This design comes from an exercise in tuning for small area, a short achievable clock period and few clock cycles on the open sky130 flow, not from production work. At most, simulation tests tie the RTL to the original design; equivalence was not proved.

==> run H <==
// zero_run_bitmap_decoder
module zero_run_bitmap_decoder #(
    parameter int MAX_CLUSTERS = 4096
) (
    input  logic                    clk,
    input  logic                    rst_n,
    input  logic                    cfg_valid,
    output logic                    cfg_ready,
    input  zrbd_pkg::count_t        cfg_data,
    input  logic                    in_valid,
    output logic                    in_stall,
    input  zrbd_pkg::cmd_t          cmd,
    input  zrbd_pkg::byte_t         data_byte,
    input  zrbd_pkg::count_t        cluster,
    output logic                    out_valid,
    input  logic                    out_stall,
    output logic                    visible
);
    localparam int RN  = zrbd_pkg::RING_N;
    localparam int RL  = zrbd_pkg::RING_LEN;
    localparam int RW  = $clog2(RN);
    localparam int SW  = $clog2(RL);
    localparam int PW  = 10;             
    localparam int OD  = 8;              
    localparam int OW  = $clog2(OD);
    logic               q0_v, q1_v;
    logic               q0_k, q1_k;      
    zrbd_pkg::cmd_t     q0_cmd, q1_cmd;
    zrbd_pkg::byte_t    q0_d, q1_d;
    zrbd_pkg::count_t   q0_cl, q1_cl;
    zrbd_pkg::count_t   q0_cl_nx;
    logic [RN-1:0]      q0_rsel;         
    logic               stall_r;
    logic               take;
    zrbd_pkg::count_t   in_cl;
    logic               head_free, blocked, fire;
  ...
clock: 8.0 ns
lec_check: 0
cap_margin: 20
core_margin: 2
core_utilization: 40
setup_slack_margin: 5
slew_margin: 20
run.sh (not shown) runs the stock make flow with config.mk's settings and CLKGATE_MAP_FILE= SYNTH_SCRIPT=/design/flow/synth_recipe.tcl, a recipe that flattens the netlist after the stock synthesis.
==> run E (differences from run H) <==
--- a/flow/design.v
+++ b/flow/design.v
@@ -22,14 +22,14 @@
     parameter int RW = 6
 ) (
     input  logic                  clk,
     input  logic [RN-1:0]         hold,
     input  logic [RN-1:0]         wr,
     input  zrbd_pkg::byte_t       wr_data,
-    input  logic [RN-1:0]         rd_sel,
-    output logic [RL*8-1:0]       rd_bits
+    input  logic [RL*8-1:0]       rd_sel,
+    output logic [RN-1:0]         rd_bits
 );
     localparam int RB = RL * 8;
     logic [RN*RB-1:0] ring_q;
     genvar j;
     generate
         for (j = 0; j < RN; j++)
@@ -40,16 +40,15 @@
                                        (ring_q[j*RB+RB-8 +: 8] & {8{hold[j]}}) | (wr_data & {8{wr[j]}})};
             end
         end
     endgenerate
     always_comb
     begin
-        rd_bits = '0;
         for (int r = 0; r < RN; r++)
         begin
-            rd_bits = rd_bits | (ring_q[r*RB +: RB] & {RB{rd_sel[r]}});
+            rd_bits[r] = |(ring_q[r*RB +: RB] & rd_sel);
         end
     end
 endmodule
 module zero_run_bitmap_decoder #(
     parameter int MAX_CLUSTERS = 4096
 ) (
@@ -76,52 +75,63 @@
     localparam int OW  = $clog2(OD);
     logic               q0_v, q1_v;
     logic               q0_k, q1_k;      
     zrbd_pkg::cmd_t     q0_cmd, q1_cmd;
     zrbd_pkg::byte_t    q0_d, q1_d;
     zrbd_pkg::count_t   q0_cl, q1_cl;
-    zrbd_pkg::count_t   q0_cl_nx;
-    logic [RN-1:0]      q0_rsel;         
+    logic [RL*8-1:0]    q0_rsel;         
+    logic [RL*8-1:0]    rsel_q1, rsel_in;
     logic               stall_r;
     logic               take;
     zrbd_pkg::count_t   in_cl;
     logic               head_free, blocked, fire;
     assign in_stall  = stall_r;
     assign cfg_ready = ~stall_r;
     assign take      = (in_valid | cfg_valid) & ~stall_r;
     assign in_cl     = cfg_valid ? cfg_data : cluster;
-    assign q0_cl_nx  = !head_free ? q0_cl : (q1_v ? q1_cl : in_cl);
+    always_comb
+    begin
+        for (int j = 0; j < RL*8; j++)
+        begin
+            rsel_q1[j] = ({ph_reg + SW'(1) - q1_cl[5:3], q1_cl[2:0]} == (SW+3)'(j));
+            rsel_in[j] = ({ph_reg + SW'(1) - in_cl[5:3], in_cl[2:0]} == (SW+3)'(j));
+        end
+    end
     logic [12:0]        eff_reg;         
     logic [PW-1:0]      len_reg;         
     logic [PW-1:0]      wpos_reg;
+    logic [PW:0]        rem_reg;         
+    logic               rem_fix;         
     logic               expect_reg;
     logic               fill_reg;
     logic [SW-1:0]      ph_reg;          
     logic [RL-1:0]      clr_done;        
     logic [RL-1:0]      buf_v;
     logic [RW-1:0]      buf_idx [RL];
     zrbd_pkg::byte_t    buf_d   [RL];
     logic               is_cfg, c_begin, c_byte, c_fill, c_query;
     logic               in_row, lit, skip, zero_b;
     logic [SW-1:0]      w_slot, ins_slot;
-    logic [PW:0]        skip_sum;
+    logic [PW:0]        skip_diff;
+    logic               skip_cap;
     logic [12:0]        eff_new;
     logic [PW-1:0]      len_new;
     assign is_cfg  = q0_k;
     assign c_begin = !q0_k && (q0_cmd == zrbd_pkg::CMD_BEGIN);
     assign c_byte  = !q0_k && (q0_cmd == zrbd_pkg::CMD_BYTE);
     assign c_fill  = !q0_k && (q0_cmd == zrbd_pkg::CMD_FILL);
     assign c_query = !q0_k && (q0_cmd == zrbd_pkg::CMD_QUERY);
-    assign in_row   = wpos_reg < len_reg;
+    assign in_row   = !rem_reg[PW] && (rem_reg != '0);
     assign lit      = c_byte && !expect_reg && in_row && (q0_d != zrbd_pkg::CLEAR_BYTE);
     assign zero_b   = c_byte && !expect_reg && in_row && (q0_d == zrbd_pkg::CLEAR_BYTE);
     assign skip     = c_byte && expect_reg;
     assign w_slot   = wpos_reg[SW-1:0];
     assign ins_slot = ph_reg + SW'(1);
-    assign skip_sum = (PW+1)'(wpos_reg) + (PW+1)'(q0_d);
-    assign blocked   = lit && buf_v[w_slot] && (w_slot != nx_slot);
+    assign skip_diff = rem_reg - (PW+1)'(q0_d);
+    assign skip_cap  = skip_diff[PW] || (skip_diff == '0);
+    assign blocked   = (c_byte && rem_fix) || (lit && buf_v[w_slot] && (w_slot != nx_slot));
     assign fire      = q0_v && !blocked;
     assign head_free = !q0_v || !blocked;
     always_comb
     begin
         if (q0_cl == '0)
         begin
@@ -149,13 +159,13 @@
     assign nx_v      = buf_v[nx_slot] && !begin_now;
     assign nx_idx    = buf_idx[nx_slot];
     assign nx_clear  = !clr_done[nx_slot] || begin_now;
     logic [RW-1:0]      q_ring;
     logic [SW-1:0]      q_slot;
     logic [2:0]         q_bit;
-    logic [RL*8-1:0]    rd_bits;
+    logic [RN-1:0]      rd_bits;
     assign q_ring = q0_cl[11:6];
     assign q_slot = q0_cl[5:3];
     assign q_bit  = q0_cl[2:0];
     zrbd_row_store #(
         .RN (RN),
         .RL (RL),
@@ -168,18 +178,18 @@
         .rd_sel  (q0_rsel),
         .rd_bits (rd_bits)
     );
     logic               r1_v;
     logic               r1_inr, r1_fill, r1_fw, r1_fwbit, r1_clr;
     logic               fw_buf, fw_ins;
-    logic [SW+2:0]      r1_sel;
-    logic [RL*8-1:0]    r1_bits;
+    logic [RW-1:0]      r1_ring;
+    logic [RN-1:0]      r1_bits;
     logic               res;
     assign fw_buf = buf_v[q_slot] && (buf_idx[q_slot] == q_ring);
     assign fw_ins = ins_v_r && (q_slot == ins_slot) && (ins_idx_r == q_ring);
-    assign res = r1_inr && (r1_fill || (r1_fw ? r1_fwbit : (r1_clr && r1_bits[r1_sel])));
+    assign res = r1_inr && (r1_fill || (r1_fw ? r1_fwbit : (r1_clr && r1_bits[r1_ring])));
     logic               ov_reg, vis_reg;
     logic [OD-1:0]      of_d;
     logic [OW-1:0]      of_rd, of_wr;
     logic [OW:0]        of_n;
     logic               load_head, of_pop, of_push;
     logic [OW+1:0]      pend;
@@ -198,12 +208,14 @@
             q0_v       <= 1'b0;
             q1_v       <= 1'b0;
             stall_r    <= 1'b0;
             eff_reg    <= 13'd1;
             len_reg    <= PW'(1);
             wpos_reg   <= '0;
+            rem_reg    <= (PW+1)'(1);
+            rem_fix    <= 1'b0;
             expect_reg <= 1'b0;
             fill_reg   <= 1'b0;
             ph_reg     <= '0;
             clr_done   <= '0;
             buf_v      <= '0;
             r1_v       <= 1'b0;
@@ -229,52 +241,63 @@
                     || (pend >= (OW+2)'(OD - 1));
             ph_reg <= ph_reg + SW'(1);
             buf_v[nx_slot]     <= 1'b0;
             clr_done[ins_slot] <= clr_done[ins_slot] || ins_clr_r;
             ins_clr_r          <= nx_clear;
             ins_v_r            <= nx_v;
+            rem_fix <= 1'b0;
+            if (rem_fix)
+            begin
+                rem_reg <= (PW+1)'(len_reg) - (PW+1)'(wpos_reg);
+            end
             if (fire)
             begin
                 if (is_cfg)
                 begin
                     eff_reg <= eff_new;
                     len_reg <= len_new;
+                    rem_fix <= 1'b1;
                 end
                 if (c_begin)
                 begin
                     wpos_reg   <= '0;
+                    rem_reg    <= (PW+1)'(len_reg);
                     expect_reg <= 1'b0;
                     fill_reg   <= 1'b0;
                     buf_v      <= '0;
                     clr_done   <= '0;
                 end
                 if (c_fill)
                 begin
                     wpos_reg   <= PW'(RN * RL);
+                    rem_reg    <= '0;
                     expect_reg <= 1'b0;
                     fill_reg   <= 1'b1;
                 end
                 if (skip)
                 begin
                     expect_reg <= 1'b0;
-                    if (skip_sum > (PW+1)'(len_reg))
+                    if (skip_cap)
                     begin
                         wpos_reg <= len_reg;
+                        rem_reg  <= '0;
                     end
                     else
                     begin
-                        wpos_reg <= PW'(skip_sum);
+                        wpos_reg <= wpos_reg + PW'(q0_d);
+                        rem_reg  <= skip_diff;
                     end
                 end
                 if (zero_b)
                 begin
                     expect_reg <= 1'b1;
                 end
                 if (lit)
                 begin
                     wpos_reg       <= wpos_reg + PW'(1);
+                    rem_reg        <= rem_reg - (PW+1)'(1);
                     buf_v[w_slot]  <= 1'b1;
                 end
             end
             r1_v <= fire && c_query;
             if (load_head)
             begin
@@ -305,17 +328,14 @@
             begin
                 q0_k   <= cfg_valid;
                 q0_cmd <= cmd;
                 q0_d   <= data_byte;
             end
         end
-        q0_cl <= q0_cl_nx;
-        for (int j = 0; j < RN; j++)
-        begin
-            q0_rsel[j] <= (q0_cl_nx[SW+3 +: RW] == RW'(j));
-        end
+        q0_cl   <= q1_v ? q1_cl : in_cl;
+        q0_rsel <= q1_v ? rsel_q1 : rsel_in;
         if (!(q1_v && !head_free))
         begin
             q1_k   <= cfg_valid;
             q1_cmd <= cmd;
             q1_d   <= data_byte;
             q1_cl  <= in_cl;
@@ -334,13 +354,13 @@
         end
         r1_inr   <= (q0_cl < eff_reg);
         r1_fill  <= fill_reg;
         r1_fw    <= fw_buf || fw_ins;
         r1_fwbit <= fw_buf ? buf_d[q_slot][q_bit] : ins_d_r[q_bit];
         r1_clr   <= clr_done[q_slot];
-        r1_sel   <= {ph_reg - q_slot, q_bit};
+        r1_ring  <= q_ring;
         r1_bits  <= rd_bits;
         if (load_head)
         begin
             vis_reg <= (of_n != '0) ? of_d[of_rd] : res;
         end
         if (of_push)
==> run X (differences from run H) <==
--- a/flow/design.v
+++ b/flow/design.v
@@ -22,14 +22,14 @@
     parameter int RW = 6
 ) (
     input  logic                  clk,
     input  logic [RN-1:0]         hold,
     input  logic [RN-1:0]         wr,
     input  zrbd_pkg::byte_t       wr_data,
-    input  logic [RN-1:0]         rd_sel,
-    output logic [RL*8-1:0]       rd_bits
+    input  logic [RL*8-1:0]       rd_sel,
+    output logic [RN-1:0]         rd_bits
 );
     localparam int RB = RL * 8;
     logic [RN*RB-1:0] ring_q;
     genvar j;
     generate
         for (j = 0; j < RN; j++)
@@ -40,16 +40,15 @@
                                        (ring_q[j*RB+RB-8 +: 8] & {8{hold[j]}}) | (wr_data & {8{wr[j]}})};
             end
         end
     endgenerate
     always_comb
     begin
-        rd_bits = '0;
         for (int r = 0; r < RN; r++)
         begin
-            rd_bits = rd_bits | (ring_q[r*RB +: RB] & {RB{rd_sel[r]}});
+            rd_bits[r] = |(ring_q[r*RB +: RB] & rd_sel);
         end
     end
 endmodule
 module zero_run_bitmap_decoder #(
     parameter int MAX_CLUSTERS = 4096
 ) (
@@ -76,52 +75,66 @@
     localparam int OW  = $clog2(OD);
     logic               q0_v, q1_v;
     logic               q0_k, q1_k;      
     zrbd_pkg::cmd_t     q0_cmd, q1_cmd;
     zrbd_pkg::byte_t    q0_d, q1_d;
     zrbd_pkg::count_t   q0_cl, q1_cl;
-    zrbd_pkg::count_t   q0_cl_nx;
-    logic [RN-1:0]      q0_rsel;         
+    logic [RL*8-1:0]    q0_rsel;         
+    logic [RL*8-1:0]    rsel_q1, rsel_in;
     logic               stall_r;
+    logic               cfg_ready_r;     
+    logic               stall_nx;
     logic               take;
     zrbd_pkg::count_t   in_cl;
     logic               head_free, blocked, fire;
     assign in_stall  = stall_r;
-    assign cfg_ready = ~stall_r;
+    assign cfg_ready = cfg_ready_r;
     assign take      = (in_valid | cfg_valid) & ~stall_r;
+    assign stall_nx  = (head_free ? (q1_v && take) : (q1_v || take)) || (pend >= (OW+2)'(OD - 1));
     assign in_cl     = cfg_valid ? cfg_data : cluster;
-    assign q0_cl_nx  = !head_free ? q0_cl : (q1_v ? q1_cl : in_cl);
+    always_comb
+    begin
+        for (int j = 0; j < RL*8; j++)
+        begin
+            rsel_q1[j] = ({ph_reg + SW'(1) - q1_cl[5:3], q1_cl[2:0]} == (SW+3)'(j));
+            rsel_in[j] = ({ph_reg + SW'(1) - in_cl[5:3], in_cl[2:0]} == (SW+3)'(j));
+        end
+    end
     logic [12:0]        eff_reg;         
     logic [PW-1:0]      len_reg;         
     logic [PW-1:0]      wpos_reg;
+    logic [PW:0]        rem_reg;         
+    logic               rem_fix;         
     logic               expect_reg;
     logic               fill_reg;
     logic [SW-1:0]      ph_reg;          
     logic [RL-1:0]      clr_done;        
     logic [RL-1:0]      buf_v;
     logic [RW-1:0]      buf_idx [RL];
     zrbd_pkg::byte_t    buf_d   [RL];
     logic               is_cfg, c_begin, c_byte, c_fill, c_query;
     logic               in_row, lit, skip, zero_b;
     logic [SW-1:0]      w_slot, ins_slot;
-    logic [PW:0]        skip_sum;
+    logic [PW:0]        skip_diff;
+    logic               skip_cap;
     logic [12:0]        eff_new;
     logic [PW-1:0]      len_new;
     assign is_cfg  = q0_k;
     assign c_begin = !q0_k && (q0_cmd == zrbd_pkg::CMD_BEGIN);
     assign c_byte  = !q0_k && (q0_cmd == zrbd_pkg::CMD_BYTE);
     assign c_fill  = !q0_k && (q0_cmd == zrbd_pkg::CMD_FILL);
     assign c_query = !q0_k && (q0_cmd == zrbd_pkg::CMD_QUERY);
-    assign in_row   = wpos_reg < len_reg;
+    assign in_row   = !rem_reg[PW] && (rem_reg != '0);
     assign lit      = c_byte && !expect_reg && in_row && (q0_d != zrbd_pkg::CLEAR_BYTE);
     assign zero_b   = c_byte && !expect_reg && in_row && (q0_d == zrbd_pkg::CLEAR_BYTE);
     assign skip     = c_byte && expect_reg;
     assign w_slot   = wpos_reg[SW-1:0];
     assign ins_slot = ph_reg + SW'(1);
-    assign skip_sum = (PW+1)'(wpos_reg) + (PW+1)'(q0_d);
-    assign blocked   = lit && buf_v[w_slot] && (w_slot != nx_slot);
+    assign skip_diff = rem_reg - (PW+1)'(q0_d);
+    assign skip_cap  = skip_diff[PW] || (skip_diff == '0);
+    assign blocked   = (c_byte && rem_fix) || (lit && buf_v[w_slot] && (w_slot != nx_slot));
     assign fire      = q0_v && !blocked;
     assign head_free = !q0_v || !blocked;
     always_comb
     begin
         if (q0_cl == '0)
         begin
@@ -149,13 +162,13 @@
     assign nx_v      = buf_v[nx_slot] && !begin_now;
     assign nx_idx    = buf_idx[nx_slot];
     assign nx_clear  = !clr_done[nx_slot] || begin_now;
     logic [RW-1:0]      q_ring;
     logic [SW-1:0]      q_slot;
     logic [2:0]         q_bit;
-    logic [RL*8-1:0]    rd_bits;
+    logic [RN-1:0]      rd_bits;
     assign q_ring = q0_cl[11:6];
     assign q_slot = q0_cl[5:3];
     assign q_bit  = q0_cl[2:0];
     zrbd_row_store #(
         .RN (RN),
         .RL (RL),
@@ -168,18 +181,18 @@
         .rd_sel  (q0_rsel),
         .rd_bits (rd_bits)
     );
     logic               r1_v;
     logic               r1_inr, r1_fill, r1_fw, r1_fwbit, r1_clr;
     logic               fw_buf, fw_ins;
-    logic [SW+2:0]      r1_sel;
-    logic [RL*8-1:0]    r1_bits;
+    logic [RW-1:0]      r1_ring;
+    logic [RN-1:0]      r1_bits;
     logic               res;
     assign fw_buf = buf_v[q_slot] && (buf_idx[q_slot] == q_ring);
     assign fw_ins = ins_v_r && (q_slot == ins_slot) && (ins_idx_r == q_ring);
-    assign res = r1_inr && (r1_fill || (r1_fw ? r1_fwbit : (r1_clr && r1_bits[r1_sel])));
+    assign res = r1_inr && (r1_fill || (r1_fw ? r1_fwbit : (r1_clr && r1_bits[r1_ring])));
     logic               ov_reg, vis_reg;
     logic [OD-1:0]      of_d;
     logic [OW-1:0]      of_rd, of_wr;
     logic [OW:0]        of_n;
     logic               load_head, of_pop, of_push;
     logic [OW+1:0]      pend;
@@ -195,15 +208,18 @@
     begin
         if (!rst_n)
         begin
             q0_v       <= 1'b0;
             q1_v       <= 1'b0;
             stall_r    <= 1'b0;
+            cfg_ready_r <= 1'b1;
             eff_reg    <= 13'd1;
             len_reg    <= PW'(1);
             wpos_reg   <= '0;
+            rem_reg    <= (PW+1)'(1);
+            rem_fix    <= 1'b0;
             expect_reg <= 1'b0;
             fill_reg   <= 1'b0;
             ph_reg     <= '0;
             clr_done   <= '0;
             buf_v      <= '0;
             r1_v       <= 1'b0;
@@ -222,59 +238,70 @@
                 q1_v <= q1_v && take;
             end
             else
             begin
                 q1_v <= q1_v || take;
             end
-            stall_r <= (head_free ? (q1_v && take) : (q1_v || take))
-                    || (pend >= (OW+2)'(OD - 1));
+            stall_r     <= stall_nx;
+            cfg_ready_r <= !stall_nx;
             ph_reg <= ph_reg + SW'(1);
             buf_v[nx_slot]     <= 1'b0;
             clr_done[ins_slot] <= clr_done[ins_slot] || ins_clr_r;
             ins_clr_r          <= nx_clear;
             ins_v_r            <= nx_v;
+            rem_fix <= 1'b0;
+            if (rem_fix)
+            begin
+                rem_reg <= (PW+1)'(len_reg) - (PW+1)'(wpos_reg);
+            end
             if (fire)
             begin
                 if (is_cfg)
                 begin
                     eff_reg <= eff_new;
                     len_reg <= len_new;
+                    rem_fix <= 1'b1;
                 end
                 if (c_begin)
                 begin
                     wpos_reg   <= '0;
+                    rem_reg    <= (PW+1)'(len_reg);
                     expect_reg <= 1'b0;
                     fill_reg   <= 1'b0;
                     buf_v      <= '0;
                     clr_done   <= '0;
                 end
                 if (c_fill)
                 begin
                     wpos_reg   <= PW'(RN * RL);
+                    rem_reg    <= '0;
                     expect_reg <= 1'b0;
                     fill_reg   <= 1'b1;
                 end
                 if (skip)
                 begin
                     expect_reg <= 1'b0;
-                    if (skip_sum > (PW+1)'(len_reg))
+                    if (skip_cap)
                     begin
                         wpos_reg <= len_reg;
+                        rem_reg  <= '0;
                     end
                     else
                     begin
-                        wpos_reg <= PW'(skip_sum);
+                        wpos_reg <= wpos_reg + PW'(q0_d);
+                        rem_reg  <= skip_diff;
                     end
                 end
                 if (zero_b)
                 begin
                     expect_reg <= 1'b1;
                 end
                 if (lit)
                 begin
                     wpos_reg       <= wpos_reg + PW'(1);
+                    rem_reg        <= rem_reg - (PW+1)'(1);
                     buf_v[w_slot]  <= 1'b1;
                 end
             end
             r1_v <= fire && c_query;
             if (load_head)
             begin
@@ -305,17 +332,14 @@
             begin
                 q0_k   <= cfg_valid;
                 q0_cmd <= cmd;
                 q0_d   <= data_byte;
             end
         end
-        q0_cl <= q0_cl_nx;
-        for (int j = 0; j < RN; j++)
-        begin
-            q0_rsel[j] <= (q0_cl_nx[SW+3 +: RW] == RW'(j));
-        end
+        q0_cl   <= q1_v ? q1_cl : in_cl;
+        q0_rsel <= q1_v ? rsel_q1 : rsel_in;
         if (!(q1_v && !head_free))
         begin
             q1_k   <= cfg_valid;
             q1_cmd <= cmd;
             q1_d   <= data_byte;
             q1_cl  <= in_cl;
@@ -334,13 +358,13 @@
         end
         r1_inr   <= (q0_cl < eff_reg);
         r1_fill  <= fill_reg;
         r1_fw    <= fw_buf || fw_ins;
         r1_fwbit <= fw_buf ? buf_d[q_slot][q_bit] : ins_d_r[q_bit];
         r1_clr   <= clr_done[q_slot];
-        r1_sel   <= {ph_reg - q_slot, q_bit};
+        r1_ring  <= q_ring;
         r1_bits  <= rd_bits;
         if (load_head)
         begin
             vis_reg <= (of_n != '0) ? of_d[of_rd] : res;
         end
         if (of_push)
Settings changed: CTS_CLUSTER_DIAMETER set to 80, CTS_CLUSTER_SIZE set to 24, SETUP_SLACK_MARGIN 5 to 4.8.
==> comparison table <==
| quantity | run X | run H | run E |
|---|---|---|---|
| Result of the run | finished clean | finished clean | finished clean |
| Max Fanout on Critical Path | 24 | 4 | 7 |
| Multiplexer share of the synthesized area | 0.0244 | 0.0240 | 0.0229 |
| Post-route cell area | 0.143 mm^2 | 0.155 mm^2 | 0.152 mm^2 |
| Required time of the critical path | 8.83 ns | 8.87 ns | 8.71 ns |
| Critical-path cell with the highest stage delay | dfxtp_4 | dfrtp_4 | mux4_2 |
| Worst setup path start | q0_rsel[12]$_DFF_P_ | wpos_reg[1]$_DFFE_PN0P_ | r1_ring[0]$_DFF_P_ |
| Die Outline Area | 0.332 mm^2 | 0.329 mm^2 | 0.331 mm^2 |
| # Post-CTS Setup Buffers | 54 | 85 | 43 |
| Worst-case headroom to the max-slew limit | 0.180 | 0.156 | 0.156 |
| Count of cells along the worst register-to-register path | 6 | 17 | 8 |
| Combined area of all synthesized cells | 0.131 mm^2 | 0.130 mm^2 | 0.131 mm^2 |
| Synth Area in Compound Gates | 0.182 | 0.181 | 0.182 |
| DRT iter0 DRCs | 15903 | 20170 | 15801 |
Testbench counts of run E, summed over its fixed seeds: cycles 15,652.
Testbench counts of run X, summed over its fixed seeds: cycles 15,652.
Only the layout flow was run in run H; the RTL was not checked for function there.

-- what the ideal ports hide --
The flow's constraints put no driver on any port. The routed layouts listed below were extracted and timed again, unchanged, in two steps.
Step 1: set_driving_cell puts a clkbuf_16 on clk and a buf_2 on each other input, an assumption about the parent block.
Step 2 times the ports against the registers' clock, not the clock port: input delays grow and output delays shrink by t, the midpoint of the rising clock arrivals with the driver on.
Three values: ideal ports, drivers, drivers and shift; two values: the first two.
run	shift t [ns]	setup slack, ns	cell pins on the clock port's net
run H	1.116	4.215 / 4.215 / 3.909	1
run E	1.027	4.801 / 4.728 / 4.081	1
run X	1.034	4.678 / 4.678 / 3.926	1
After both steps setup and hold are still met in every run listed. The setup slack of run X, which loses most, moves by 0.000 ns with the drivers and by -0.752 ns with both steps.
